Background: an optimization exercise with open tools, aiming at small area. Do not read the settings as production practice. The RTL was checked by simulation tests, not by an equivalence proof against the original design. No driver is modelled on the clock port, so clocking that relies on it looks cheaper here than on a real chip. Power and IR drop assume default switching activity.

===== design.v =====
package tetris_pkg;
    localparam int NUM_COLS = 10;
    localparam int NUM_ROWS = 15;
    localparam int COL_W    = 4;
    localparam int ROW_W    = 4;
    localparam logic [COL_W-1:0] SPAWN_COL = 4'd5;
    localparam int                 SCORE_W   = 4;
    localparam logic [SCORE_W-1:0] MAX_SCORE = 4'd10;
    typedef enum logic [1:0] {
        PIECE_BAR    = 2'd0,
        PIECE_SKEW   = 2'd1,
        PIECE_SQUARE = 2'd2
    } piece_kind_e;
    typedef struct packed {
        piece_kind_e      kind;
        logic [1:0]       rot;
        logic [COL_W-1:0] col;
        logic [ROW_W-1:0] row;
    } piece_t;
    typedef struct packed {
        logic [COL_W-1:0] col;
        logic [ROW_W-1:0] row;
    } cell_t;
    typedef struct packed {
        cell_t c0;
        cell_t c1;
        cell_t c2;
        cell_t c3;
    } piece_cells_t;
    typedef logic [NUM_COLS-1:0] row_mask_t;
    typedef struct packed {
        logic left;
        logic right;
        logic rotate;
        logic drop;
    } btn_events_t;
endpackage
`timescale 1ns/100ps
module tetris_top #(
    parameter int DEBOUNCE_CYCLES = 4,
    parameter int GRAVITY_CYCLES  = 64,
    parameter int SCAN_CYCLES     = 8
) (
    input  logic                         clk,
    input  logic                         reset,
    input  logic                         btn_left,
    input  logic                         btn_right,
    input  logic                         btn_rotate,
    input  logic                         btn_drop,
    input  logic [tetris_pkg::ROW_W-1:0] row_sel,
    output tetris_pkg::row_mask_t        locked_row,
    output tetris_pkg::row_mask_t        active_row,
    output logic [6:0]                   seg,
    output logic [1:0]                   an,
    output logic                         score_win
);
    logic [5:0] tcnt;
    always_ff @(posedge clk) begin
        if (reset) tcnt <= 6'd0;
        else       tcnt <= tcnt + 6'd1;
    end
    logic tick, grav, gw, capture;
    assign tick    = &tcnt[1:0];
    assign gw      = &tcnt[5:2];         
    assign grav    = gw & tick;
    assign capture = (tcnt[1:0] == 2'd1);
    logic [2:0] bA, bE2, bE1;
    logic       bD;
    always_ff @(posedge clk) begin
        if (reset) begin
            bA  <= 3'b000;
            bE2 <= 3'b000;
            bE1 <= 3'b000;
        end else begin
            if (capture) begin
                bA  <= {btn_left, btn_right, btn_rotate};
                bE2 <= {btn_left, btn_right, btn_rotate} & ~bA;
            end
            if (tick) bE1 <= bE2;
        end
    end
    always_ff @(posedge clk) begin
        if (capture) bD <= btn_drop;
    end
    localparam logic [1:0] S_IDLE = 2'd0, S_ACT = 2'd1, S_LOCK = 2'd2, S_CLR = 2'd3;
    logic [1:0]  st;
    logic [1:0]  kind;      
    logic        rot;
    logic [3:0]  pc, pr;
    logic [3:0]  score;
    logic        zq, zh;    
    logic [14:0][9:0] brd;
    logic idle, act, lk, cp, win;
    assign idle = (st == S_IDLE);
    assign act  = (st == S_ACT);
    assign lk   = (st == S_LOCK);
    assign cp   = (st == S_CLR);
    assign win  = score[3] & score[1];    
    logic [14:0] full;
    logic [15:0] fge;
    logic [1:0]  cge [16];
    always_comb begin
        fge[15] = 1'b0;
        cge[15] = 2'd0;
        for (int r = 14; r >= 0; r--) begin
            full[r] = &brd[r];
            fge[r]  = fge[r+1] | full[r];
            cge[r]  = cge[r+1] + {1'b0, full[r]};
        end
    end
    logic [2:0] nfull;    
    assign nfull = (fge[0] && cge[0] == 2'd0) ? 3'd4 : {1'b0, cge[0]};
    logic c_down, a_down, a_left, a_right, a_rot;
    assign c_down  = act & (gw | ~(bE1[2] | bE1[1] | bE1[0]));
    assign a_down  = c_down & (gw | bD);
    assign a_left  = act & ~gw & bE1[2];
    assign a_right = act & ~gw & ~bE1[2] & bE1[1];
    assign a_rot   = act & ~gw & ~bE1[2] & ~bE1[1] & bE1[0];
    logic [3:0] cc, cr;
    logic       crot;
    assign cr   = pr + {3'b000, c_down};
    assign cc   = pc + {{3{a_left}}, a_left | a_right};
    assign crot = rot ^ a_rot;
    logic use_piece, use_b;
    assign use_piece = tick | lk;
    assign use_b     = (tcnt[1:0] == 2'd2) | lk;
    logic [3:0] fc, fr;
    logic       frot;
    assign fc   = use_piece ? pc  : cc;
    assign fr   = use_piece ? pr  : cr;
    assign frot = use_piece ? rot : crot;
    logic barh, barv, sk0, sk1, sq;
    assign barh = (kind == 2'd0) & ~frot;
    assign barv = (kind == 2'd0) &  frot;
    assign sk0  = (kind == 2'd1) & ~frot;
    assign sk1  = (kind == 2'd1) &  frot;
    assign sq   = (kind == 2'd2);
    logic [16:0] dR;    
    logic [11:0] dC;    
    always_comb begin
        dR = '0;
        for (int r = 0; r < 15; r++) dR[r+1] = (fr == 4'(r));
        dC = '0;
        for (int c = 0; c < 10; c++) dC[c+1] = (fc == 4'(c));
    end
    logic [14:0] frow;
    logic [9:0]  fcol;
    always_comb begin
        for (int r = 0; r < 15; r++) begin
            if (!use_b)
                frow[r] = dR[r+1] | ((barv | sk1) & dR[r+2]) | ((barv | sq) & dR[r]) |
                          (barv & ((r >= 1) ? dR[r-1] : 1'b0));
            else
                frow[r] = (sk1 & dR[r+1]) | ((sk0 | sk1) & dR[r]);
        end
        for (int c = 0; c < 10; c++) begin
            if (!use_b)
                fcol[c] = dC[c+1] | ((barh | sk0) & dC[c+2]) | ((barh | sq) & dC[c]) |
                          (barh & ((c >= 1) ? dC[c-1] : 1'b0));
            else
                fcol[c] = (sk0 & (dC[c+1] | dC[c])) | (sk1 & dC[c+2]);
        end
    end
    logic cbarh, cbarv, csk0, csk1;
    assign cbarh = (kind == 2'd0) & ~crot;
    assign cbarv = (kind == 2'd0) &  crot;
    assign csk0  = (kind == 2'd1) & ~crot;
    assign csk1  = (kind == 2'd1) &  crot;
    logic inb;
    always_comb begin
        if (cbarh)      inb = (cc >= 4'd1) & (cc <= 4'd7) & (cr <= 4'd14);
        else if (cbarv) inb = (cc <= 4'd9) & (cr >= 4'd1) & (cr <= 4'd12);
        else if (csk0)  inb = (cc >= 4'd1) & (cc <= 4'd8) & (cr <= 4'd13);
        else if (csk1)  inb = (cc >= 4'd1) & (cc <= 4'd9) & (cr >= 4'd1) & (cr <= 4'd13);
        else            inb = (cc <= 4'd8) & (cr <= 4'd13);
    end
    logic hit, coll;
    always_comb begin
        hit = 1'b0;
        for (int r = 0; r < 15; r++) hit = hit | (frow[r] & |(brd[r] & fcol));
    end
    always_ff @(posedge clk) begin
        if (capture)                 coll <= hit;
        else if (tcnt[1:0] == 2'd2)  coll <= coll | hit;
    end
    logic fits_move, move_ok, lockA;
    assign fits_move = inb & ~coll;
    assign move_ok   = tick & fits_move & (a_down | a_left | a_right | a_rot);
    assign lockA     = tick & a_down & ~fits_move;
    logic try_spawn;
    assign try_spawn = idle & ~win & grav;
    logic [9:0] lr0, lr1;
    logic       spawn_fit;
    assign lr0 = fge[0] ? 10'd0 : brd[0];
    assign lr1 = (brd[1] & {10{~full[1] & ~fge[2]}}) |
                 (brd[0] & {10{~full[0] & (cge[1] == 2'd1)}});
    always_comb begin
        case (kind)
            2'd0:    spawn_fit = ~(lr0[4] | lr0[5] | lr0[6] | lr0[7]);
            2'd1:    spawn_fit = ~(lr0[4] | lr0[5] | lr1[5] | lr1[6]);
            default: spawn_fit = ~(lr0[5] | lr0[6] | lr1[5] | lr1[6]);
        endcase
    end
    logic restart, board_clear;
    assign restart     = win & tick & bE1[0];
    assign board_clear = restart | (try_spawn & ~spawn_fit);
    logic [3:0] ssum;
    assign ssum = score + {1'b0, nfull};
    always_ff @(posedge clk) begin
        if (reset) begin
            st    <= S_IDLE;
            kind  <= 2'd0;
            score <= 4'd0;
            zq    <= 1'b1;
            zh    <= 1'b0;
        end else begin
            case (st)
                S_IDLE:  if (try_spawn & spawn_fit) st <= S_ACT;
                S_ACT:   if (lockA) st <= S_LOCK;
                S_LOCK:  st <= S_CLR;
                default: st <= S_IDLE;
            endcase
            if (board_clear) kind <= 2'd0;
            else if (lk)     kind <= (kind == 2'd0) ? 2'd1 : (kind == 2'd1) ? 2'd2 : 2'd0;
            if (board_clear) score <= 4'd0;
            else if (cp)     score <= (ssum > 4'd10) ? 4'd10 : ssum;
            if (board_clear) begin
                zq <= 1'b1;
                zh <= 1'b0;
            end else if (zq & (&tcnt[3:0])) begin
                zq <= ~zh;
                zh <= 1'b1;
            end
        end
    end
    always_ff @(posedge clk) begin
        if (try_spawn) begin
            rot <= 1'b0;
            pc  <= 4'd5;
            pr  <= 4'd0;
        end else if (move_ok) begin
            rot <= crot;
            pc  <= cc;
            pr  <= cr;
        end
    end
    logic [14:0] sh;
    assign sh = {15{zq}} | (fge[14:0] & {15{~lk}});
    logic wen;
    assign wen = lockA | lk;
    always_ff @(posedge clk) begin
        for (int r = 0; r < 15; r++) begin
            for (int c = 0; c < 10; c++) begin
                if (sh[r])
                    brd[r][c] <= (r == 0) ? 1'b0 : brd[(r == 0) ? 0 : r-1][c];
                else
                    brd[r][c] <= brd[r][c] | (wen & frow[r] & fcol[c]);
            end
        end
    end
    logic pbarh, pbarv, psk0, psk1, psq;
    assign pbarh = (kind == 2'd0) & ~rot;
    assign pbarv = (kind == 2'd0) &  rot;
    assign psk0  = (kind == 2'd1) & ~rot;
    assign psk1  = (kind == 2'd1) &  rot;
    assign psq   = (kind == 2'd2);
    logic [3:0] dd;
    logic inA, inB;
    logic [11:0] pC;
    logic [9:0]  pcolA, pcolB;
    assign dd  = row_sel - pr;
    assign inA = (dd == 4'd0) | ((pbarv | psk1) & (dd == 4'd15)) |
                 ((pbarv | psq) & (dd == 4'd1)) | (pbarv & (dd == 4'd2));
    assign inB = (psk1 & (dd == 4'd0)) | ((psk0 | psk1) & (dd == 4'd1));
    always_comb begin
        pC = '0;
        for (int c = 0; c < 10; c++) pC[c+1] = (pc == 4'(c));
        for (int c = 0; c < 10; c++) begin
            pcolA[c] = pC[c+1] | ((pbarh | psk0) & pC[c+2]) | ((pbarh | psq) & pC[c]) |
                       (pbarh & ((c >= 1) ? pC[c-1] : 1'b0));
            pcolB[c] = (psk0 & (pC[c+1] | pC[c])) | (psk1 & pC[c+2]);
        end
    end
    assign active_row = act ? ((pcolA & {10{inA}}) | (pcolB & {10{inB}})) : 10'd0;
    logic [17:0] dV;
    logic [14:0] match;
    always_comb begin
        dV = '0;
        for (int v = 0; v < 15; v++) dV[v] = (row_sel == 4'(v));
        for (int u = 0; u < 15; u++) begin
            if (cp | lk) match[u] = dV[u];
            else begin
                case (cge[u+1])
                    2'd0:    match[u] = dV[u];
                    2'd1:    match[u] = dV[u+1];
                    2'd2:    match[u] = dV[u+2];
                    default: match[u] = dV[u+3];
                endcase
                match[u] = match[u] & ~full[u];
            end
        end
    end
    always_comb begin
        locked_row = '0;
        for (int u = 0; u < 15; u++) locked_row = locked_row | (brd[u] & {10{match[u]}});
        if (lk) locked_row = locked_row & ~(pcolA & {10{inA}});
        if (zq) locked_row = '0;
    end
    logic [3:0] digit;
    assign score_win = win;
    assign an        = tcnt[3] ? 2'b01 : 2'b10;
    assign digit     = tcnt[3] ? {3'b000, win} : (win ? 4'd0 : score);
    always_comb begin
        case (digit)
            4'd0:    seg = 7'b1000000;
            4'd1:    seg = 7'b1111001;
            4'd2:    seg = 7'b0100100;
            4'd3:    seg = 7'b0110000;
            4'd4:    seg = 7'b0011001;
            4'd5:    seg = 7'b0010010;
            4'd6:    seg = 7'b0000010;
            4'd7:    seg = 7'b1111000;
            4'd8:    seg = 7'b0000000;
            4'd9:    seg = 7'b0010000;
            default: seg = 7'b1111111;
        endcase
    end
endmodule

===== flow/run.sh =====
#!/bin/bash
# Own layout flow: the standard flow (standard.sh), except that
#  - the combinational logic of the standard synthesis is mapped again for area
#    (reabc.tcl with abc.script); registers keep their cells and names;
#  - ports get the smallest buffer; the clock tree uses clkbuf_8 without dummy loads,
#    and after CTS any clock buffer whose sinks would see a slow edge becomes clkbuf_16
#    (fixclk.tcl).
# Each tool's output goes to a log_*.txt file in the work folder.
set -euo pipefail
W=$(pwd)
R=$W/orfs/results/$FLOW_PLATFORM/tetris_top/base
LIB=$FLOW_HOME/platforms/$FLOW_PLATFORM/lib/sky130_fd_sc_hd__tt_025C_1v80.lib
YOSYS=$(command -v yosys || echo "$FLOW_HOME/../tools/install/yosys/bin/yosys")
KNOBS=(
  "BUFFER_PORTS_ARGS=-buffer_cell sky130_fd_sc_hd__buf_1"
  "CTS_ARGS=-sink_clustering_enable -repair_clock_nets -dont_use_dummy_load -buf_list sky130_fd_sc_hd__clkbuf_8"
  "MATCH_CELL_FOOTPRINT=0"
  "RECOVER_POWER=100"
)
bash standard.sh "${KNOBS[@]}" synth > "$W/log_synth.txt" 2>&1
cp "$R/1_2_yosys.v" "$W/netlist_standard.v"
python3 "$W/flow/gen_cells.py" "$LIB" > "$W/comb_cells.v"
# several abc scripts (different random seeds for deepsyn) in parallel; keep the smallest
best=""; best_area=""
for n in 0 1 2 3; do
  CF_LIB="$LIB" CF_TOP="$FLOW_TOP" CF_CELLS="$W/comb_cells.v" CF_IN="$W/netlist_standard.v" \
    CF_ABC="$W/flow/abc$n.script" CF_STAT="$W/reabc_stat$n.txt" CF_OUT="$W/netlist_reabc$n.v" \
    "$YOSYS" -c "$W/flow/reabc.tcl" > "$W/log_reabc$n.txt" 2>&1 &
done
wait
for n in 0 1 2 3; do
  [[ -s "$W/netlist_reabc$n.v" ]] || continue
  a=$(awk '/Chip area/ {print $NF}' "$W/reabc_stat$n.txt")
  if [[ -z "$best" ]] || awk -v a="$a" -v b="$best_area" 'BEGIN {exit !(a < b)}'; then
    best=$n; best_area=$a
  fi
done
echo "reabc: script $best, area $best_area" > "$W/reabc_choice.txt"
cp "$W/netlist_reabc$best.v" "$W/netlist_reabc.v"
cp "$W/netlist_reabc.v" "$R/1_2_yosys.v"
rm -f "$R/1_synth.odb" "$R/1_synth.sdc"
bash standard.sh "${KNOBS[@]}" cts > "$W/log_layout_cts.txt" 2>&1
CF_LIB="$LIB" CF_ODB="$R/4_cts.odb" CF_SDC="$R/4_cts.sdc" CF_SLEW=0.105 \
  CF_RC="$FLOW_HOME/platforms/$FLOW_PLATFORM/setRC.tcl" \
  openroad -no_init -exit "$W/flow/fixclk.tcl" > "$W/log_fixclk.txt" 2>&1
bash standard.sh "${KNOBS[@]}" > "$W/log_layout.txt" 2>&1

===== flow/abc0.script =====
strash
dc2
&get -n
&deepsyn -T 120
&put
strash
&get -n
&dch -f
&nf -a -R 1000 -F 8 -A 8 -p
&put
strash
&get -n
&deepsyn -T 120
&put
strash
&get -n
&dch -f
&nf -a -R 1000 -F 8 -A 8 -p
&put
strash
&get -n
&dch -f
&nf -a -R 1000 -F 8 -A 8 -p
&put
topo

===== flow/abc1.script =====
strash
dc2
&get -n
&deepsyn -T 120 -S 1
&put
strash
&get -n
&dch -f
&nf -a -R 1000 -F 8 -A 8 -p
&put
strash
&get -n
&deepsyn -T 120 -S 11
&put
strash
&get -n
&dch -f
&nf -a -R 1000 -F 8 -A 8 -p
&put
strash
&get -n
&dch -f
&nf -a -R 1000 -F 8 -A 8 -p
&put
topo

===== flow/abc2.script =====
strash
dc2
&get -n
&deepsyn -T 120 -S 2
&put
strash
&get -n
&dch -f
&nf -a -R 1000 -F 8 -A 8 -p
&put
strash
&get -n
&deepsyn -T 120 -S 12
&put
strash
&get -n
&dch -f
&nf -a -R 1000 -F 8 -A 8 -p
&put
strash
&get -n
&dch -f
&nf -a -R 1000 -F 8 -A 8 -p
&put
topo

===== flow/abc3.script =====
strash
dc2
&get -n
&deepsyn -T 120 -S 3
&put
strash
&get -n
&dch -f
&nf -a -R 1000 -F 8 -A 8 -p
&put
strash
&get -n
&deepsyn -T 120 -S 13
&put
strash
&get -n
&dch -f
&nf -a -R 1000 -F 8 -A 8 -p
&put
strash
&get -n
&dch -f
&nf -a -R 1000 -F 8 -A 8 -p
&put
topo

===== flow/fixclk.tcl =====
# Upsizes clock buffers whose flip-flop clock pins would see a slow edge, after CTS.
# Reads and rewrites the CTS result of the standard flow.
read_liberty $::env(CF_LIB)
read_db $::env(CF_ODB)
read_sdc $::env(CF_SDC)
source $::env(CF_RC)
set_propagated_clock [all_clocks]
estimate_parasitics -placement
set limit $::env(CF_SLEW)
set changed 0
foreach inst [get_cells *] {
  set m [get_property $inst ref_name]
  if {![string match "sky130_fd_sc_hd__clkbuf_*" $m]} { continue }
  set out [get_pins -of_objects $inst -filter "direction==output"]
  set net [get_nets -of_objects $out]
  set worst 0
  foreach p [get_pins -of_objects $net -filter "direction==input"] {
    set s [get_property $p slew_max]
    if {$s > $worst} { set worst $s }
  }
  if {$worst > $limit && $m ne "sky130_fd_sc_hd__clkbuf_16"} {
    puts "upsize [get_property $inst name] $m worst $worst"
    replace_cell $inst sky130_fd_sc_hd__clkbuf_16
    incr changed
  }
}
puts "upsized $changed clock buffers"
if {$changed > 0} {
  detailed_placement
  check_placement -verbose
}
write_db $::env(CF_ODB)

===== flow/gen_cells.py =====
# Writes Verilog models of the liberty's combinational cells (function attributes) to stdout.
import re, sys
t = open(sys.argv[1]).read()
cells = [(m.group(1), m.start()) for m in re.finditer(r'\n\s*cell\s*\(\s*"?(\w+)"?\s*\)\s*\{', t)]
for i, (name, st) in enumerate(cells):
    body = t[st:cells[i + 1][1] if i + 1 < len(cells) else len(t)]
    if re.search(r'\b(ff|latch|statetable)\s*\(', body):
        continue
    pins = []
    pms = list(re.finditer(r'\n\s*pin\s*\(\s*"?(\w+)"?\s*\)\s*\{', body))
    for j, pm in enumerate(pms):
        sub = body[pm.end():pms[j + 1].start() if j + 1 < len(pms) else len(body)]
        d = re.search(r'direction\s*:\s*"?(\w+)"?', sub)
        f = re.search(r'\bfunction\s*:\s*"([^"]*)"', sub)
        pins.append((pm.group(1), d.group(1) if d else None, f.group(1) if f else None))
    ins = [p for p in pins if p[1] == 'input']
    outs = [p for p in pins if p[1] == 'output']
    if not outs or any(o[2] is None for o in outs):
        continue
    def conv(f):
        f = f.replace('!', '~').replace('*', '&').replace('+', '|')
        f = re.sub(r'\b1\b', "1'b1", f)
        return re.sub(r'\b0\b', "1'b0", f)
    s = "module %s(%s);\n" % (name, ", ".join([p[0] for p in ins] + [o[0] for o in outs]))
    for p in ins:
        s += "  input %s;\n" % p[0]
    for o in outs:
        s += "  output %s;\n  assign %s = %s;\n" % (o[0], o[0], conv(o[2]))
    print(s + "endmodule")

===== flow/reabc.tcl =====
# Re-maps the combinational logic of the standard synthesis netlist for area.
# Registers (and every other sequential cell) are kept as they are, with their names.
set lib $::env(CF_LIB)
set top $::env(CF_TOP)
yosys read_verilog $::env(CF_CELLS)
yosys read_liberty -lib -ignore_redef $lib
yosys read_verilog $::env(CF_IN)
yosys hierarchy -top $top
yosys flatten
yosys hierarchy -top $top -purge_lib
yosys read_liberty -lib -ignore_redef $lib
yosys opt_clean -purge
yosys techmap
yosys opt -fast
yosys abc -script $::env(CF_ABC) -liberty $lib -dont_use *probe* -dont_use *lpflow*
yosys opt_clean -purge
yosys hilomap -singleton -hicell sky130_fd_sc_hd__conb_1 HI -locell sky130_fd_sc_hd__conb_1 LO
yosys splitnets
yosys opt_clean -purge
yosys rename -enumerate -pattern cfc_% c:*abc* c:*\$auto\$*
yosys rename -enumerate -pattern cfw_% w:*abc*
yosys rename -enumerate -pattern cfv_% w:*\$auto\$*
yosys rename -hide w:*.*
yosys rename -enumerate -pattern cfd_% w:*.*
yosys tee -o $::env(CF_STAT) stat -liberty $lib
yosys check -assert -mapped
yosys write_verilog -noattr -nohex -nodec $::env(CF_OUT)

===== standard.sh =====
#!/bin/bash
# synth_recipe.tcl (not shown) runs the flow's synth.tcl, then flattens the netlist and writes it again
# the make line also repeats each setting of config.mk as NAME=value (left out here)
make -C /OpenROAD-flow-scripts/flow DESIGN_CONFIG=/design/flow/config.mk WORK_HOME=/design/flow/orfs CLKGATE_MAP_FILE= SYNTH_SCRIPT=/design/flow/synth_recipe.tcl "${@:-finish}"

===== config.mk =====
export PLATFORM = sky130hd
export DESIGN_NAME = tetris_top
export DESIGN_NICKNAME = tetris_top
export VERILOG_FILES = /design/flow/design.v
export SDC_FILE = /design/flow/constraint.sdc
export NUM_CORES = 8
export LEC_CHECK = 0
export CAP_MARGIN = 0
export CORE_MARGIN = 2
export CORE_UTILIZATION = 40
export PLACE_DENSITY = 0.55
export SLEW_MARGIN = 0

===== constraint.sdc =====
create_clock -name core_clock -period 15.0 [get_ports {clk}]
set_input_delay 3.0000 -clock core_clock [delete_from_list [all_inputs] [get_ports {clk}]]
set_output_delay 3.0000 -clock core_clock [all_outputs]
set_load 0.01 [all_outputs]

==> results of run 1 <==
placed cells by master, fill, tap and decap left out, types with 9 or more instances in the layout:
master,n
o21a_1,10
a222oi_1,45
o22ai_1,11
a211oi_1,9
or2_0,13
a21oi_1,180
clkinv_1,32
nor2b_1,22
nand2_1,191
a221o_1,13
mux2i_1,52
clkbuf_1,12
o21ai_0,146
buf_1,36
nor4_1,12
nor2_1,167
nand3_1,32
nor3_1,54
a221oi_1,37
clkbuf_8,14
xnor2_1,28
dfxtp_1,184
nand2b_1,20
buf_4,19
nand4_1,36
a22oi_1,31
xor2_1,14
registers in the layout, summed over array words and instances, names as in the netlist:
name	cells
zh	1
score	4
st	2
coll	1
kind	2
bE2	3
tcnt	6
bA	3
bE1	3
zq	1
bD	1
pc	4
pr	4
brd	150
rot	1
routing by layer:
| metal | GRT usage | up-vias | routed length [microns] |
|---|---|---|---|
| met3 | 0.0639 | 148 | 3660 |
| li1 | - | 5712 | - |
| met5 | 0 | - | 0 |
| met1 | 0.423 | 5857 | 19500 |
| met2 | 0.493 | 599 | 19900 |
| met4 | 0.162 | 0 | 2420 |
critical path: cells and delay by family:
family	cells	cell delay, ns
AOI/OAI and AO/OA	12	2.59
buffers and inverters	3	1.26
and+or+nand+nor	2	0.68
where the power goes:
group	total, mW	internal (mW)	switching, mW
Combinational	0.0306	0.00794	0.0226
Clock	0.294	0.119	0.175
Sequential	0.498	0.496	0.00149
stage by stage:
stage                     cell area, sq um  power, mW   util  setup WS (ns)
after CTS                            12000      0.804  0.446           4.58
after global placement               11800      0.539  0.438           4.71
final                                12000      0.823  0.446           4.47
after detailed placement             11800      0.539  0.438           4.58
after global routing                 12000      0.847  0.446           4.04
after floorplan                      10900      0.528      -           6.40
final cells by class:
class / count / area, sq um / area share
inverter: 32 / 120 / 0.0100
multi-input combinational: 1227 / 7110 / 0.593
sequential: 186 / 3740 / 0.312
clock buffer: 17 / 268 / 0.0223
tap: 341 / 427 / 0.0356
timing repair buffer: 67 / 323 / 0.0269
worst min-delay path by stage:
stage                     startpoint  endpoint  slack [ns]
after global routing           bA[1]    bE2[1]        0.46
final                          bA[1]    bE2[1]        0.43
after CTS                      bA[1]    bE2[1]        0.42
after detailed placement       bA[1]     bA[1]        0.43
after global placement         bA[1]    bE2[1]        0.42
after floorplan                bA[0]     bA[0]        0.42
==> flow_summary.toml, run 1 <==
[status]
outcome = "finished with violations"
check.faults = "capacitance limit, slew limit"

[sta]
post-route-min-period_ns = 10.53
timing.hold.ws_ns = 0.426
setup-tns-final_ns = 0
worstMarginPinSlew_ns = 2.08
rsz0062_at_grt = "no"
finalCritPeriodShare = 0.702
setup_violations = 0
slew_headroom = -0.386
final-max-slew-violation-count = 47
hold_violations = 0
finClkSkew_ns = 0.0329
max_freq_mhz = 94.9

[grt]
grt_pass1_wl_microns = 70400
grt_max_degree = 27
gr-usage-all-layers = 0.319
grt_antenna_before_repair = 1
grt_overflow = 0
grt_pass1_vias = 11600

[worst_setup_path]
cp_slowest_cell = "a21oi_1"
r2r_slack_ns = 7.85
cp.required_ns = 12.00
reg2reg_depth = 26
max_stage_delay_ns = 0.68
startpoint = "row_sel[0]"
arrival_ns = 7.53
cp_max_fo = 16
crit_end = "locked_row[0]"
crit_chain = "clkbuf_1 -> clkinv_1 -> nor2_1 -> nor2_1 -> a211oi_1 -> o21ai_0 -> a21oi_1 -> a222oi_1 -> o21ai_0 -> a221oi_1 -> o21ai_0 -> a221o_1 -> a221o_1 -> a221o_1 -> a221oi_1 -> a311oi_1 -> buf_1"
crit_type = "in2out"
r2r-start = "brd[130]"
start_kind = "input port"
rr_endpoint = "score[0]"
endpoint_kind = "output port"

[finish]
nets = 1541
antenna_cells = 0
layout.cells.non_filler = 1870
drive_above_1_share = 0.0301
area_growth_pct = 9.72
fillers = 2795

[placement]
io_buffers = 39
gp_congestion = 0.975
dp.final_hpwl_microns = 31800
dpl.cell_count = 1853

[die]
die_y_microns = 169
coreArea_sq_mm = 0.0269
io_pins = 40
die_width_microns = 169
die_area_sq_mm = 0.0287
rows = 60
initial_utilization = 0.407

[clock_tree]
htree_levels = 4
cts_buffers = 17
cts_tree = "done"
clkLatencyLatePin_ns = 0.41
clk_pin_slew_ns = 0.10
cts.sinks = 186
clk_path_buf_depth = 2
post_cts_resize_count = 0
post-cts-setup-buffers = 0
cts-hold-fix-buffers = 0
root_buffer = "clkbuf_8"

[route]
wl_per_cell_microns = 24.3
final_antenna_net_count = 0
first_pass_iters = 7
wl_microns = 45500
vias = 12300
first_iter_violations = 1988
drc = 0
viasPerCell = 6.59

[job]
drv_cap = 2

[pwr]
pwr_density_cell_mw_per_mm2 = 68.6
leakagePower_nw = 3.70
vdd_drop_max_mv = 0.0657

[logic_synthesis]
syn_area_sq_mm = 0.0109
yosysWarnings = 2
syn_inst = 1445
synthesis.nets = 1455
postSynthAreaPerCell_sq_um = 7.57

[hold_path]
hold_depth = 1
hold_class = "reg2reg"
==> run 2, diff against run 1 <==
--- a/flow/run.sh
+++ b/flow/run.sh
@@ -14,8 +14,6 @@
 KNOBS=(
   "BUFFER_PORTS_ARGS=-buffer_cell sky130_fd_sc_hd__buf_1"
   "CTS_ARGS=-sink_clustering_enable -repair_clock_nets -dont_use_dummy_load -buf_list sky130_fd_sc_hd__clkbuf_8"
-  "MATCH_CELL_FOOTPRINT=0"
-  "RECOVER_POWER=100"
 )
 bash standard.sh "${KNOBS[@]}" synth > "$W/log_synth.txt" 2>&1
 cp "$R/1_2_yosys.v" "$W/netlist_standard.v"
@@ -37,6 +35,8 @@
 done
 echo "reabc: script $best, area $best_area" > "$W/reabc_choice.txt"
 cp "$W/netlist_reabc$best.v" "$W/netlist_reabc.v"
+python3 "$W/flow/upsize.py" "$W/netlist_reabc.v" "$W/netlist_sized.v" "$LIB" 12 100 > "$W/log_upsize.txt" 2>&1
+cp "$W/netlist_sized.v" "$W/netlist_reabc.v"
 cp "$W/netlist_reabc.v" "$R/1_2_yosys.v"
 rm -f "$R/1_synth.odb" "$R/1_synth.sdc"
 bash standard.sh "${KNOBS[@]}" cts > "$W/log_layout_cts.txt" 2>&1
==> flow/upsize.py (new file) <==
# Gives the driver of each high-fanout net a stronger drive (same function), so that
# placement needs fewer buffers. Registers are left as they are.
import re, sys
src, dst, libfile = sys.argv[1], sys.argv[2], sys.argv[3]
lib = open(libfile).read()
cells = set(re.findall(r'cell\s*\(\s*"?(sky130_fd_sc_hd__\w+)"?\s*\)', lib))
txt = open(src).read()
inst_re = re.compile(r"(sky130_fd_sc_hd__(\w+?)_(\d+))(\s+)(\\\S+ |\S+)(\s*\()(.*?)\);", re.S)
fo = {}
for m in inst_re.finditer(txt):
    for k, v in re.findall(r'\.(\w+)\(([^()]*)\)', m.group(7)):
        if k not in ('X', 'Y', 'Q', 'Q_N', 'COUT', 'SUM', 'HI', 'LO'):
            fo[v.strip()] = fo.get(v.strip(), 0) + 1
n = 0
def sub(m):
    global n
    base, size = m.group(2), int(m.group(3))
    if base.startswith(('df', 'edf', 'sdf', 'conb', 'dl')):
        return m.group(0)
    outs = [v.strip() for k, v in re.findall(r'\.(\w+)\(([^()]*)\)', m.group(7)) if k in ('X', 'Y')]
    f = max([fo.get(o, 0) for o in outs] or [0])
    want = 4 if f >= int(sys.argv[5]) else 2 if f >= int(sys.argv[4]) else size
    if want > size and "sky130_fd_sc_hd__%s_%d" % (base, want) in cells:
        n += 1
        return m.group(0).replace(m.group(1), "sky130_fd_sc_hd__%s_%d" % (base, want), 1)
    return m.group(0)
out = inst_re.sub(sub, txt)
open(dst, 'w').write(out)
print("upsized", n, "drivers")
==> flow_summary.toml, run 2 <==
[worst_setup_path]
endpoint_kind = "output port"
cp.required_ns = 12.00
crit_type = "reg2out"
arrival_ns = 7.64
r2r-start = "brd[144]"
start_kind = "register"
cp_max_fo = 10
rr_endpoint = "score[0]"
r2r_slack_ns = 8.09
reg2reg_depth = 28

[finish]
final_cell_mix = "dfxtp_1, nor2_1, a21oi_1"
top_register = "brd"
drive_above_1_share = 0.0420
nets = 1512
area_growth_pct = 9.22
antenna_cells = 0
final_common_cell = "dfxtp_1"
largestRegisters = "brd (150), tcnt (6)"
largest_register_ffs = 150
fin_area_sq_mm = 0.0120

[grt]
grt_pass1_vias = 11200
grt_pass1_wl_microns = 70700
grt_antenna_before_repair = 0
grt-busiest-layer = "met2"
gr-usage-all-layers = 0.323
grtUsageMet3 = 0.0574
grt_use_met2 = 0.515
grt_use_met1 = 0.429
grt_max_degree = 23
grt_overflow = 0

[logic_synthesis]
syn_inst = 1421
syn_area_sq_mm = 0.0110
postSynthAreaPerCell_sq_um = 7.73
synthesis.nets = 1431
yosysWarnings = 2

[pwr]
clkPwrFrac = 0.356
pwr-share-seq = 0.599
swShare = 0.247
leakagePower_nw = 3.95
pwr_density_cell_mw_per_mm2 = 69.2
p_int_uw = 626
vdd_drop_max_mv = 0.0575
p_switching_uw = 205
p_comb_frac = 0.045

[clock_tree]
clk_path_buf_depth = 2
clk_pin_slew_ns = 0.09
htree_levels = 4
cts.sinks = 186
cts-hold-fix-buffers = 0
root_buffer = "clkbuf_8"
cts_buffers = 17
post_cts_resize_count = 0
clkLatencyLatePin_ns = 0.41
cts_tree = "done"
post-cts-setup-buffers = 0

[job]
drv_cap = 0

[status]
outcome = "finished clean"

[sta]
hold_violations = 0
setup-tns-final_ns = 0
timing.hold.ws_ns = 0.440
post-route-min-period_ns = 10.64
final-max-slew-violation-count = 0
worstMarginPinSlew_ns = 1.27
finClkSkew_ns = 0.0381
max_freq_mhz = 94.0
slew_headroom = 0.149
setup_violations = 0
finalCritPeriodShare = 0.709
rsz0062_at_grt = "no"

[route]
drc = 0
wl_per_cell_microns = 25.4
first_iter_violations = 2145
vias = 12400
viasPerCell = 6.74
first_pass_iters = 9
final_antenna_net_count = 0
wl_microns = 46800

[die]
die_y_microns = 170
initial_utilization = 0.408
rows = 60
die_area_sq_mm = 0.0288
io_pins = 40
coreArea_sq_mm = 0.0270
die_width_microns = 170

[placement]
placed_area_sq_mm = 0.0117
io_buffers = 39
gp_congestion = 0.970
dp.final_hpwl_microns = 33200

[hold_path]
worstHoldStart = "bA[1]"
hold_class = "reg2reg"
hold_end = "bA[1]"
hold_depth = 2
==> run 2: power by group through the flow <==
stage	Sequential (mW)	Clock, mW	Combinational (mW)
floorplan	0.509	0	0.0213
global placement	0.509	0	0.0359
detailed placement	0.510	0	0.0358
CTS	0.498	0.278	0.0360
global route	0.498	0.314	0.0401
finish	0.498	0.296	0.0373
==> run 2: cell type report <==
| class | count | area [sq um] |
|---|---|---|
| multi-input cells | 1214 | 7170 |
| clock buffers | 17 | 268 |
| well taps | 341 | 427 |
| inverters | 21 | 80.1 |
| flip-flops and latches | 186 | 3740 |
| fillers | 2773 | 14900 |
| repair buffers | 62 | 319 |
==> run 2: through the flow <==
step           power (mW)  instances  setup slack, ns   util
6_report            0.831       1841             4.36  0.445
5_1_grt             0.852       1841             3.68  0.445
4_1_cts             0.812       1841             4.45  0.444
3_5_place_dp        0.545       1824             5.03  0.435
3_3_place_gp        0.545       1824             5.22  0.435
2_1_floorplan       0.530       1421             5.92      -
==> run 2: worst max path at each step <==
stage	startpoint	end	slack, ns	cells past startpoint
5_1_grt	brd[144]	locked_row[6]	3.68	25
3_5_place_dp	brd[144]	locked_row[2]	5.03	27
2_1_floorplan	brd[147]	locked_row[2]	5.92	26
4_1_cts	brd[144]	locked_row[2]	4.45	27
3_3_place_gp	brd[144]	locked_row[2]	5.22	27
6_report	brd[144]	locked_row[2]	4.36	27
==> run 2: metal layers <==
layer	up-vias	part of all wire
met5	-	0
met4	0	0.043
met3	131	0.085
met2	708	0.44
met1	5899	0.43
li1	5664	-
==> run 2: worst max-delay path, cell delays in order (launching register included) <==
cell      delay [ns]
dfxtp_1         0.40
nand4_1         0.11
or3_1           0.50
or4_1           0.55
nand2_1         0.17
xnor2_1         0.14
xnor2_1         0.36
xor2_1          0.41
xor2_1          0.30
xor2_1          0.30
xnor2_1         0.15
or2_0           0.34
nand2_1         0.19
xor2_1          0.34
xnor2_1         0.23
nor4b_1         0.27
a21oi_1         0.08
xnor2_1         0.37
xnor2_1         0.26
nand2_1         0.11
nand4b_1        0.18
o21ai_0         0.41
a222oi_1        0.20
and3_1          0.25
nand2_1         0.09
a221oi_1        0.05
nor3_1          0.28
buf_1           0.19
==> run 3, diff against run 2 <==
==> flow/abc1.script (replaced) <==
strash
dc2
&get -n
&deepsyn -T 120
&put
strash
&get -n
&dch -f
&nf -a -R 1000 -F 8 -A 8 -p
&put
mfs2 -a
strash
&get -n
&deepsyn -T 120
&put
strash
&get -n
&dch -f
&nf -a -R 1000 -F 8 -A 8 -p
&put
strash
&get -n
&dch -f
&nf -a -R 1000 -F 8 -A 8 -p
&put
topo
==> flow/abc2.script (replaced) <==
strash
dc2
&get -n
&deepsyn -T 120 -S 3
&put
strash
&get -n
&dch -f
&nf -a -R 1000 -F 8 -A 8 -p
&put
strash
&get -n
&deepsyn -T 120 -S 13
&put
strash
&get -n
&dch -f
&nf -a -R 1000 -F 8 -A 8 -p
&put
strash
&get -n
&dch -f
&nf -a -R 1000 -F 8 -A 8 -p
&put
topo
==> flow/abc3.script (replaced) <==
strash
dc2
&get -n
&deepsyn -T 120
&put
strash
&get -n
&dch -f
&nf -a -R 1000 -F 8 -A 8 -p
&put
strash
&get -n
&deepsyn -T 120
&put
strash
&get -n
&dch -f
&nf -a -R 1000 -F 8 -A 8 -p
&put
strash
&get -n
&deepsyn -T 120
&put
strash
&get -n
&dch -f
&nf -a -R 1000 -F 8 -A 8 -p
&put
strash
&get -n
&dch -f
&nf -a -R 1000 -F 8 -A 8 -p
&put
topo
--- a/config.mk
+++ b/config.mk
@@ -5,6 +5,7 @@
 export SDC_FILE = /design/flow/constraint.sdc
 export NUM_CORES = 8
 export LEC_CHECK = 0
+export ABC_AREA = 1
 export CAP_MARGIN = 0
 export CORE_MARGIN = 2
 export CORE_UTILIZATION = 40
==> flow_summary.toml, run 3 <==
[die]
io_pins = 40
initial_utilization = 0.407
coreArea_sq_mm = 0.0269
die_width_microns = 169
die_y_microns = 169
die_area_sq_mm = 0.0287
rows = 60

[route]
vias = 12500
viasPerCell = 6.77
drc = 0
final_antenna_net_count = 0
wl_per_cell_microns = 24.9
first_pass_iters = 11
wl_microns = 46000
first_iter_violations = 2121

[finish]
area_growth_pct = 9.27
antenna_cells = 0
multi_input_area_sq_mm = 0.00717
seqCellArea_sq_mm = 0.00374
final_cell_mix = "nor2_1, a21oi_1, dfxtp_1"
nets = 1517
final_common_cell = "nor2_1"
fillers = 2766
largestRegisters = "brd (150), tcnt (6)"
layout.cells.non_filler = 1846
largest_register_ffs = 150
top_register = "brd"
final_util = 0.445
fin_area_sq_mm = 0.0119
drive_above_1_share = 0.0399

[grt]
gr-usage-all-layers = 0.318
grt_pass1_wl_microns = 70500
grt_pass1_vias = 11500
grt_antenna_before_repair = 0
grt_max_degree = 32
grt_overflow = 0

[worst_setup_path]
r2r-start = "brd[127]"
crit_chain = "nand4_1 -> nor3_1 -> nand2_1 -> a21oi_1 -> nand2b_1 -> xor2_1 -> or2_0 -> nand2_1 -> xor2_1 -> xnor2_1 -> xor2_1 -> xnor2_1 -> xnor2_1 -> xnor2_1 -> xor2_1 -> nor4_1 -> nor2_1 -> xnor2_1 -> nand2b_1 -> a31oi_1 -> o22ai_1 -> a221oi_1 -> a2111oi_0 -> buf_1"
max_stage_delay_ns = 0.67
endpoint_kind = "output port"
cp_slowest_cell = "nor3_1"
cp.depth = 24
start_kind = "register"
cpMostUsedCell = "xnor2_1"
crit_buf_inv = 1
arrival_ns = 7.68
rr_endpoint = "brd[7]"
cp_max_fo = 10
cp.required_ns = 12.00
cp_top_family = "XOR/XNOR gates"
reg2reg_depth = 20
r2r_slack_ns = 7.76
crit_type = "reg2out"

[pwr]
vdd_drop_max_mv = 0.0583
pwr_density_cell_mw_per_mm2 = 71.9
leakagePower_nw = 3.76

[logic_synthesis]
postSynthAreaPerCell_sq_um = 7.64
synthesis.nets = 1442
syn_area_sq_mm = 0.0109
yosysWarnings = 2
syn_inst = 1432

[placement]
dpl.cell_count = 1829
placed_area_sq_mm = 0.0117
dp.final_hpwl_microns = 32900
io_buffers = 39
gp_congestion = 0.965

[hold_path]
hold_end = "bA[2]"
hold_depth = 2
hold_class = "reg2reg"
worstHoldStart = "bA[2]"

[sta]
timing.hold.ws_ns = 0.443
setup-tns-final_ns = 0
finClkSkew_ns = 0.0251
final-max-slew-violation-count = 0
finalCritPeriodShare = 0.712
rsz0062_at_grt = "no"
hold_violations = 0
setup_violations = 0
worstMarginPinSlew_ns = 1.21
post-route-min-period_ns = 10.68
max_freq_mhz = 93.7
slew_headroom = 0.194

[clock_tree]
clk_pin_slew_ns = 0.08
cts_buffers = 17
cts.sinks = 186
post_cts_resize_count = 0
cts_tree = "done"
cts-hold-fix-buffers = 0
clkLatencyLatePin_ns = 0.42
clk_path_buf_depth = 2
htree_levels = 4
post-cts-setup-buffers = 0
root_buffer = "clkbuf_8"

[job]
drv_cap = 0

[status]
outcome = "finished clean"
[run 3: cell types whose count changed in the layout (fill, tap and decap cells not counted), sizes merged, moves of 11 or more]
| cell | before | now |
|---|---|---|
| mux2i | 65 | 29 |
| o22ai | 33 | 51 |
| o21ai | 129 | 108 |
| a21oi | 180 | 201 |
| a22o | 7 | 18 |
| nor3 | 54 | 36 |
| nor2 | 188 | 222 |
[run 3: final cells by class]
cell class	instances	area share
sequential	186	0.313
clock buffer	17	0.0234
multi-input combinational	1230	0.600
inverter	16	0.00503
timing repair buffer	56	0.0229
tap	341	0.0357
[run 3: report_power, final]
part | switching (mW) | internal, mW | leakage [nW]
combinational | 0.0470 | 0.0136 | 2.12
sequential | 0.00209 | 0.497 | 1.50
clock | 0.176 | 0.125 | 0.143
[run 3: how the worst max path moves through the flow]
| stage | slack (ns) | from | to |
|---|---|---|---|
| floorplan | 5.89 | brd[141] | locked_row[4] |
| global placement | 5.20 | brd[127] | locked_row[4] |
| detailed placement | 5.05 | brd[127] | locked_row[4] |
| CTS | 4.49 | brd[140] | locked_row[4] |
| global route | 3.76 | brd[127] | locked_row[4] |
| finish | 4.32 | brd[127] | locked_row[4] |
[run 3: routing by layer]
metal	share of wire	GRT usage	up-vias
met5	0	0	-
met1	0.42	0.420	5942
met2	0.45	0.509	706
met3	0.088	0.0581	133
li1	-	-	5723
met4	0.043	0.140	0
[run 3: worst register-to-register path, delay by kind of cell, from the launching register on]
kind             cells  cell delay [ns]
AO/OA/AOI/OAI        3             1.28
flip-flops           1             0.45
XOR/XNOR             6             1.72
AND/OR/NAND/NOR     11             3.73
[run 3: through the flow]
| step | power (mW) | setup slack, ns |
|---|---|---|
| detailed placement | 0.569 | 5.05 |
| global placement | 0.568 | 5.20 |
| floorplan | 0.542 | 5.89 |
| finish | 0.860 | 4.32 |
| global route | 0.882 | 3.76 |
| CTS | 0.835 | 4.49 |
==> run 4, diff against run 3 <==
--- a/flow/run.sh
+++ b/flow/run.sh
@@ -20,13 +20,13 @@
 python3 "$W/flow/gen_cells.py" "$LIB" > "$W/comb_cells.v"
 # several abc scripts (different random seeds for deepsyn) in parallel; keep the smallest
 best=""; best_area=""
-for n in 0 1 2 3; do
+for n in 0 1 2 3 4 5 6 7; do
   CF_LIB="$LIB" CF_TOP="$FLOW_TOP" CF_CELLS="$W/comb_cells.v" CF_IN="$W/netlist_standard.v" \
     CF_ABC="$W/flow/abc$n.script" CF_STAT="$W/reabc_stat$n.txt" CF_OUT="$W/netlist_reabc$n.v" \
     "$YOSYS" -c "$W/flow/reabc.tcl" > "$W/log_reabc$n.txt" 2>&1 &
 done
 wait
-for n in 0 1 2 3; do
+for n in 0 1 2 3 4 5 6 7; do
   [[ -s "$W/netlist_reabc$n.v" ]] || continue
   a=$(awk '/Chip area/ {print $NF}' "$W/reabc_stat$n.txt")
   if [[ -z "$best" ]] || awk -v a="$a" -v b="$best_area" 'BEGIN {exit !(a < b)}'; then
==> flow/abc4.script (new file) <==
strash
&get -n
&deepsyn -T 120 -S 0
&put
strash
&get -n
&dch -f
&nf -a -R 1000 -F 8 -A 8 -p
&put
strash
&get -n
&deepsyn -T 120 -S 0
&put
strash
&get -n
&dch -f
&nf -a -R 1000 -F 8 -A 8 -p
&put
strash
&get -n
&deepsyn -T 120 -S 0
&put
strash
&get -n
&dch -f
&nf -a -R 1000 -F 8 -A 8 -p
&put
strash
&get -n
&deepsyn -T 120 -S 0
&put
strash
&get -n
&dch -f
&nf -a -R 1000 -F 8 -A 8 -p
&put
strash
&get -n
&deepsyn -T 120 -S 0
&put
strash
&get -n
&dch -f
&nf -a -R 1000 -F 8 -A 8 -p
&put
strash
&get -n
&dch -f
&nf -a -R 1000 -F 8 -A 8 -p
&put
topo
==> flow/abc5.script (new file) <==
strash
&get -n
&deepsyn -T 120 -S 3
&put
strash
&get -n
&dch -f
&nf -a -R 1000 -F 8 -A 8 -p
&put
strash
&get -n
&deepsyn -T 120 -S 3
&put
strash
&get -n
&dch -f
&nf -a -R 1000 -F 8 -A 8 -p
&put
strash
&get -n
&deepsyn -T 120 -S 3
&put
strash
&get -n
&dch -f
&nf -a -R 1000 -F 8 -A 8 -p
&put
strash
&get -n
&deepsyn -T 120 -S 3
&put
strash
&get -n
&dch -f
&nf -a -R 1000 -F 8 -A 8 -p
&put
strash
&get -n
&deepsyn -T 120 -S 3
&put
strash
&get -n
&dch -f
&nf -a -R 1000 -F 8 -A 8 -p
&put
strash
&get -n
&dch -f
&nf -a -R 1000 -F 8 -A 8 -p
&put
topo
==> flow/abc6.script (new file) <==
strash
&get -n
&deepsyn -T 120 -S 5
&put
strash
&get -n
&dch -f
&nf -a -R 1000 -F 8 -A 8 -p
&put
strash
&get -n
&deepsyn -T 120 -S 5
&put
strash
&get -n
&dch -f
&nf -a -R 1000 -F 8 -A 8 -p
&put
strash
&get -n
&deepsyn -T 120 -S 5
&put
strash
&get -n
&dch -f
&nf -a -R 1000 -F 8 -A 8 -p
&put
strash
&get -n
&deepsyn -T 120 -S 5
&put
strash
&get -n
&dch -f
&nf -a -R 1000 -F 8 -A 8 -p
&put
strash
&get -n
&deepsyn -T 120 -S 5
&put
strash
&get -n
&dch -f
&nf -a -R 1000 -F 8 -A 8 -p
&put
strash
&get -n
&dch -f
&nf -a -R 1000 -F 8 -A 8 -p
&put
topo
==> flow/abc7.script (new file) <==
strash
&get -n
&deepsyn -T 120 -S 7
&put
strash
&get -n
&dch -f
&nf -a -R 1000 -F 8 -A 8 -p
&put
strash
&get -n
&deepsyn -T 120 -S 7
&put
strash
&get -n
&dch -f
&nf -a -R 1000 -F 8 -A 8 -p
&put
strash
&get -n
&deepsyn -T 120 -S 7
&put
strash
&get -n
&dch -f
&nf -a -R 1000 -F 8 -A 8 -p
&put
strash
&get -n
&deepsyn -T 120 -S 7
&put
strash
&get -n
&dch -f
&nf -a -R 1000 -F 8 -A 8 -p
&put
strash
&get -n
&deepsyn -T 120 -S 7
&put
strash
&get -n
&dch -f
&nf -a -R 1000 -F 8 -A 8 -p
&put
strash
&get -n
&dch -f
&nf -a -R 1000 -F 8 -A 8 -p
&put
topo
==> flow_summary.toml, run 4 <==
[status]
outcome = "finished clean"

[sta]
slew_headroom = 0.142
setup_violations = 0
final-max-slew-violation-count = 0
setup_ws_ns = 4.43
post-route-min-period_ns = 10.57
rsz0062_at_grt = "no"
max_freq_mhz = 94.6
finClkSkew_ns = 0.0360
worstMarginPinSlew_ns = 1.27
hold_violations = 0
finalCritPeriodShare = 0.705
setup-tns-final_ns = 0

[grt]
grt_max_degree = 34
grt_antenna_before_repair = 1
grt_pass1_wl_microns = 72100
grt_pass1_vias = 11300
gr-usage-all-layers = 0.332
grt_overflow = 0

[route]
vias = 12400
viasPerCell = 6.71
wl_microns = 47500
first_iter_violations = 2114
final_antenna_net_count = 0
wl_per_cell_microns = 25.7
first_pass_iters = 11
drc = 0

[clock_tree]
clk_pin_slew_ns = 0.10
clkLatencyLatePin_ns = 0.41
cts_tree = "done"
post_cts_resize_count = 0
cts.sinks = 186
cts_buffers = 17
clk_path_buf_depth = 2
htree_levels = 4
post-cts-setup-buffers = 0
cts-hold-fix-buffers = 0
root_buffer = "clkbuf_8"

[finish]
nets = 1520
final_util = 0.443
largest_register_ffs = 150
largestRegisters = "brd (150), tcnt (6)"
final_cell_mix = "a21oi_1, nor2_1, dfxtp_1"
antenna_cells = 0
drive_above_1_share = 0.0444
top_register = "brd"
fin_area_sq_mm = 0.0119
area_growth_pct = 9.59
fillers = 2823
final_common_cell = "a21oi_1"

[placement]
io_buffers = 39
placed_area_sq_mm = 0.0116
dp.final_hpwl_microns = 33400
dp_slack_ns = 5.02
gp_congestion = 0.991

[pwr]
vdd_drop_max_mv = 0.0634
p_comb_frac = 0.295
swShare = 0.399
clkPwrFrac = 0.252
p_switching_uw = 450
leakagePower_nw = 3.78
pwr-share-seq = 0.453
p_int_uw = 678
pwr_density_cell_mw_per_mm2 = 95.1

[die]
coreArea_sq_mm = 0.0268
die_y_microns = 169
rows = 60
die_width_microns = 169
initial_utilization = 0.404
die_area_sq_mm = 0.0284
io_pins = 40

[logic_synthesis]
syn_inst = 1425
syn_area_sq_mm = 0.0108
synthesis.nets = 1435
postSynthAreaPerCell_sq_um = 7.60
yosysWarnings = 2

[worst_setup_path]
crit_type = "reg2out"
cp.required_ns = 12.00
cp_top_family = "XOR/XNOR gates"
cpMostUsedCell = "xor2_1"
cp_slowest_cell = "o22ai_1"
max_stage_delay_ns = 0.69
r2r-start = "brd[145]"
arrival_ns = 7.57
crit_buf_inv = 1
cp_max_fo = 10
endpoint_kind = "output port"
start_kind = "register"
startpoint = "brd[145]"

[hold_path]
worstHoldStart = "bA[2]"
hold_class = "reg2reg"

[job]
drv_cap = 0
run 4: cell count changes in the layout (fill, tap and decap cells not counted), sizes merged, moves of 8 or more:
cell	before	now
nor2	222	199
nor2b	13	22
a221o	3	15
nand2	144	167
o22ai	51	43
a22o	18	6
nor4	13	5
nand3	31	40
buf	56	66
run 4: cell type report:
type / count / area (sq um) / area share
Clock buffer: 17 / 256 / 0.0216
Timing Repair Buffer: 66 / 349 / 0.0294
Sequential cell: 186 / 3740 / 0.315
Inverter: 15 / 56.3 / 0.00474
Multi-Input combinational cell: 1224 / 7040 / 0.593
Tap cell: 341 / 427 / 0.0359
run 4: power by group through the flow:
stage	Sequential, mW	Combinational [mW]	Clock [mW]
finish	0.512	0.333	0.284
global route	0.513	0.336	0.310
CTS	0.512	0.315	0.276
detailed placement	0.523	0.314	0
global placement	0.523	0.313	0
floorplan	0.520	0.160	0
run 4: final timing paths:
path | end | slack (ns) | cells past startpoint
worst max-delay path | locked_row[0] | 4.43 | 26
worst min-delay path | bA[2] | 0.44 | 2
worst max register to register | score[2] | 8.36 | 27
worst min register to register | bA[2] | 0.44 | 2
run 4: routing by layer:
| metal | part of all wire | wire [microns] | global-route usage | vias up |
|---|---|---|---|---|
| li1 | - | - | - | 5668 |
| met1 | 0.42 | 19800 | 0.445 | 5801 |
| met2 | 0.43 | 20500 | 0.507 | 789 |
| met3 | 0.10 | 4850 | 0.0708 | 151 |
| met4 | 0.049 | 2330 | 0.160 | 0 |
| met5 | 0 | 0 | 0 | - |
run 4: worst min-delay path, cell delays in order, from the launching register on:
cell and delay, ns:
dfxtp_1 0.31, nand2_1 0.05, nand2_1 0.04
run 4: metrics by stage:
stage	hold slack, ns	std cells	power (mW)
floorplan	0.414	1425	0.680
global placement	0.425	1832	0.837
detailed placement	0.434	1832	0.838
CTS	0.446	1849	1.10
global route	0.464	1849	1.16
finish	0.444	1849	1.13
==> run 5, diff against run 4 <==
--- a/config.mk
+++ b/config.mk
@@ -8,6 +8,6 @@
 export ABC_AREA = 1
 export CAP_MARGIN = 0
 export CORE_MARGIN = 2
-export CORE_UTILIZATION = 40
-export PLACE_DENSITY = 0.55
+export CORE_UTILIZATION = 35
+export PLACE_DENSITY = 0.5
 export SLEW_MARGIN = 0
==> flow_summary.toml, run 5 <==
[grt]
grt_pass1_wl_microns = 72900
grt_overflow = 0
grt_max_degree = 32
grt_antenna_before_repair = 1
grt_pass1_vias = 11400
gr-usage-all-layers = 0.292

[clock_tree]
post-cts-setup-buffers = 0
cts_buffers = 17
clkLatencyLatePin_ns = 0.43
post_cts_resize_count = 0
cts_tree = "done"
htree_levels = 4
cts.sinks = 186
cts-hold-fix-buffers = 0
root_buffer = "clkbuf_8"
clk_pin_slew_ns = 0.09
clk_path_buf_depth = 2

[die]
coreArea_sq_mm = 0.0306
initial_utilization = 0.355
die_area_sq_mm = 0.0324
io_pins = 40
die_y_microns = 180
die_width_microns = 180
rows = 64

[route]
first_iter_violations = 1873
top_layer = "met5"
vias = 12300
wl_met2_microns = 21900
viasPerCell = 6.57
wl_per_cell_microns = 26.0
met3_length_microns = 4330
wl_met1_microns = 20500
wl_microns = 48600
first_pass_iters = 7
final_antenna_net_count = 0
drc = 0

[placement]
gp_congestion = 0.929
io_buffers = 39
dp.final_hpwl_microns = 33700
dp_slack_ns = 4.92

[logic_synthesis]
yosysWarnings = 2
postSynthAreaPerCell_sq_um = 7.80
syn_area_sq_mm = 0.0108
syn_inst = 1391
synthesis.nets = 1401

[finish]
final_common_cell = "nor2_1"
final_cell_mix = "nor2_1, dfxtp_1, a21oi_1"
largestRegisters = "brd (150), tcnt (6)"
top_register = "brd"
antenna_cells = 0
nets = 1489
area_growth_pct = 10.5
drive_above_1_share = 0.0460
largest_register_ffs = 150

[status]
outcome = "finished clean"

[sta]
hold_violations = 0
worstMarginPinSlew_ns = 1.30
rsz0062_at_grt = "no"
setup_violations = 0
post-route-min-period_ns = 10.24
setup_ws_ns = 4.76
finClkSkew_ns = 0.0284
setup-tns-final_ns = 0
max_freq_mhz = 97.6
slew_headroom = 0.126
final-max-slew-violation-count = 0
finalCritPeriodShare = 0.683

[pwr]
pwr-share-seq = 0.609
vdd_drop_max_mv = 0.0644
p_int_uw = 618
p_comb_frac = 0.038
clkPwrFrac = 0.353
pwr_density_cell_mw_per_mm2 = 68.3
p_switching_uw = 200
swShare = 0.244
leakagePower_nw = 3.95

[hold_path]
hold_class = "reg2reg"

[worst_setup_path]
cp.required_ns = 12.00
endpoint_kind = "output port"
crit_type = "in2out"
start_kind = "input port"
arrival_ns = 7.24
cp_max_fo = 20

[job]
drv_cap = 0
## run 5: path summary, 6_finish.rpt
kind                                  from            end  slack, ns  depth (start not counted)
worst min-delay path                 bA[2]         bE2[2]       0.45                          1
worst min register to register       bA[2]         bE2[2]       0.45                          1
worst max-delay path            row_sel[2]  locked_row[8]       4.76                         16
worst max register to register    brd[122]         brd[4]       8.17                         20
## run 5: cell type report
class	count	area (sq um)
clock buffer	17	256
fill	3289	18600
inverter	15	56.3
multi-input combinational	1190	7060
sequential	186	3740
tap	396	495
timing repair buffer	69	372
## run 5: power by group through the flow
stage	Combinational [mW]	Sequential (mW)	Clock, mW
2_1_floorplan	0.0180	0.509	0
3_3_place_gp	0.0306	0.510	0
4_1_cts	0.0306	0.498	0.280
6_report	0.0315	0.498	0.289
3_5_place_dp	0.0305	0.510	0
5_1_grt	0.0337	0.499	0.310
## run 5: per-stage QoR
step / utilization / instance area, sq um / hold WS (ns) / cells / total power [mW]
3_3_place_gp: 0.383 / 11700 / 0.427 / 1856 / 0.540
6_report: 0.392 / 12000 / 0.446 / 1873 / 0.818
4_1_cts: 0.391 / 12000 / 0.451 / 1873 / 0.809
3_5_place_dp: 0.383 / 11700 / 0.437 / 1856 / 0.540
5_1_grt: 0.392 / 12000 / 0.479 / 1873 / 0.842
2_1_floorplan: - / 10800 / 0.417 / 1391 / 0.527
## run 5: worst max-delay path: stages
cell and delay, ns:
buf_1 0.62, nand2b_1 0.27, nor2_1 0.28, nor2_1 0.07
nor4_1 0.38, nand2_1 0.09, o21ai_0 1.00, a222oi_1 0.30
nand3_1 0.21, a221oi_1 0.08, nand2_1 0.09, a221o_1 0.20
a221o_1 0.14, a21oi_1 0.06, a211oi_1 0.27, buf_1 0.18
## run 5: layer usage
metal | track usage | up-vias
met5 | 0 | -
met4 | 0.121 | 4
met3 | 0.0574 | 131
met2 | 0.460 | 686
met1 | 0.392 | 5911
li1 | - | 5568

[what the ideal ports hide]
The results above use ideal ports. As a check the final layouts listed here were re-extracted and re-timed, cells and wires unchanged. Step 1 assumes that a clkbuf_16 drives the clock port and a buf_2 every other input. Step 2 times the ports against the registers' clock, not the clock port: input delays grow and output delays shrink by t, the midpoint of the rising clock arrivals with the driver on. a / b / c = no drivers / after step 1 / after step 2; a / b = the first two.
run	t (ns)	slack for setup (ns)	worst hold slack (ns)	worst slew at a driven data input, ns	cell pins on the clock port's net
run 1	0.445	4.466 / 4.409 / 4.409	0.426 / 0.426 / 0.426	0.05	1
run 2	0.447	4.364 / 4.312 / 4.759	0.440 / 0.440 / 0.440	0.07	1
run 3	0.456	4.325 / 4.273 / 4.728	0.443 / 0.443 / 0.443	0.05	1
run 4	0.441	4.429 / 4.380 / 4.821	0.444 / 0.444 / 0.444	0.06	1
run 5	0.468	4.759 / 4.691 / 4.691	0.446 / 0.446 / 0.446	0.07	1
The setup slack of run 5, which loses most, moves by -0.068 ns with the drivers and by -0.068 ns with both steps.
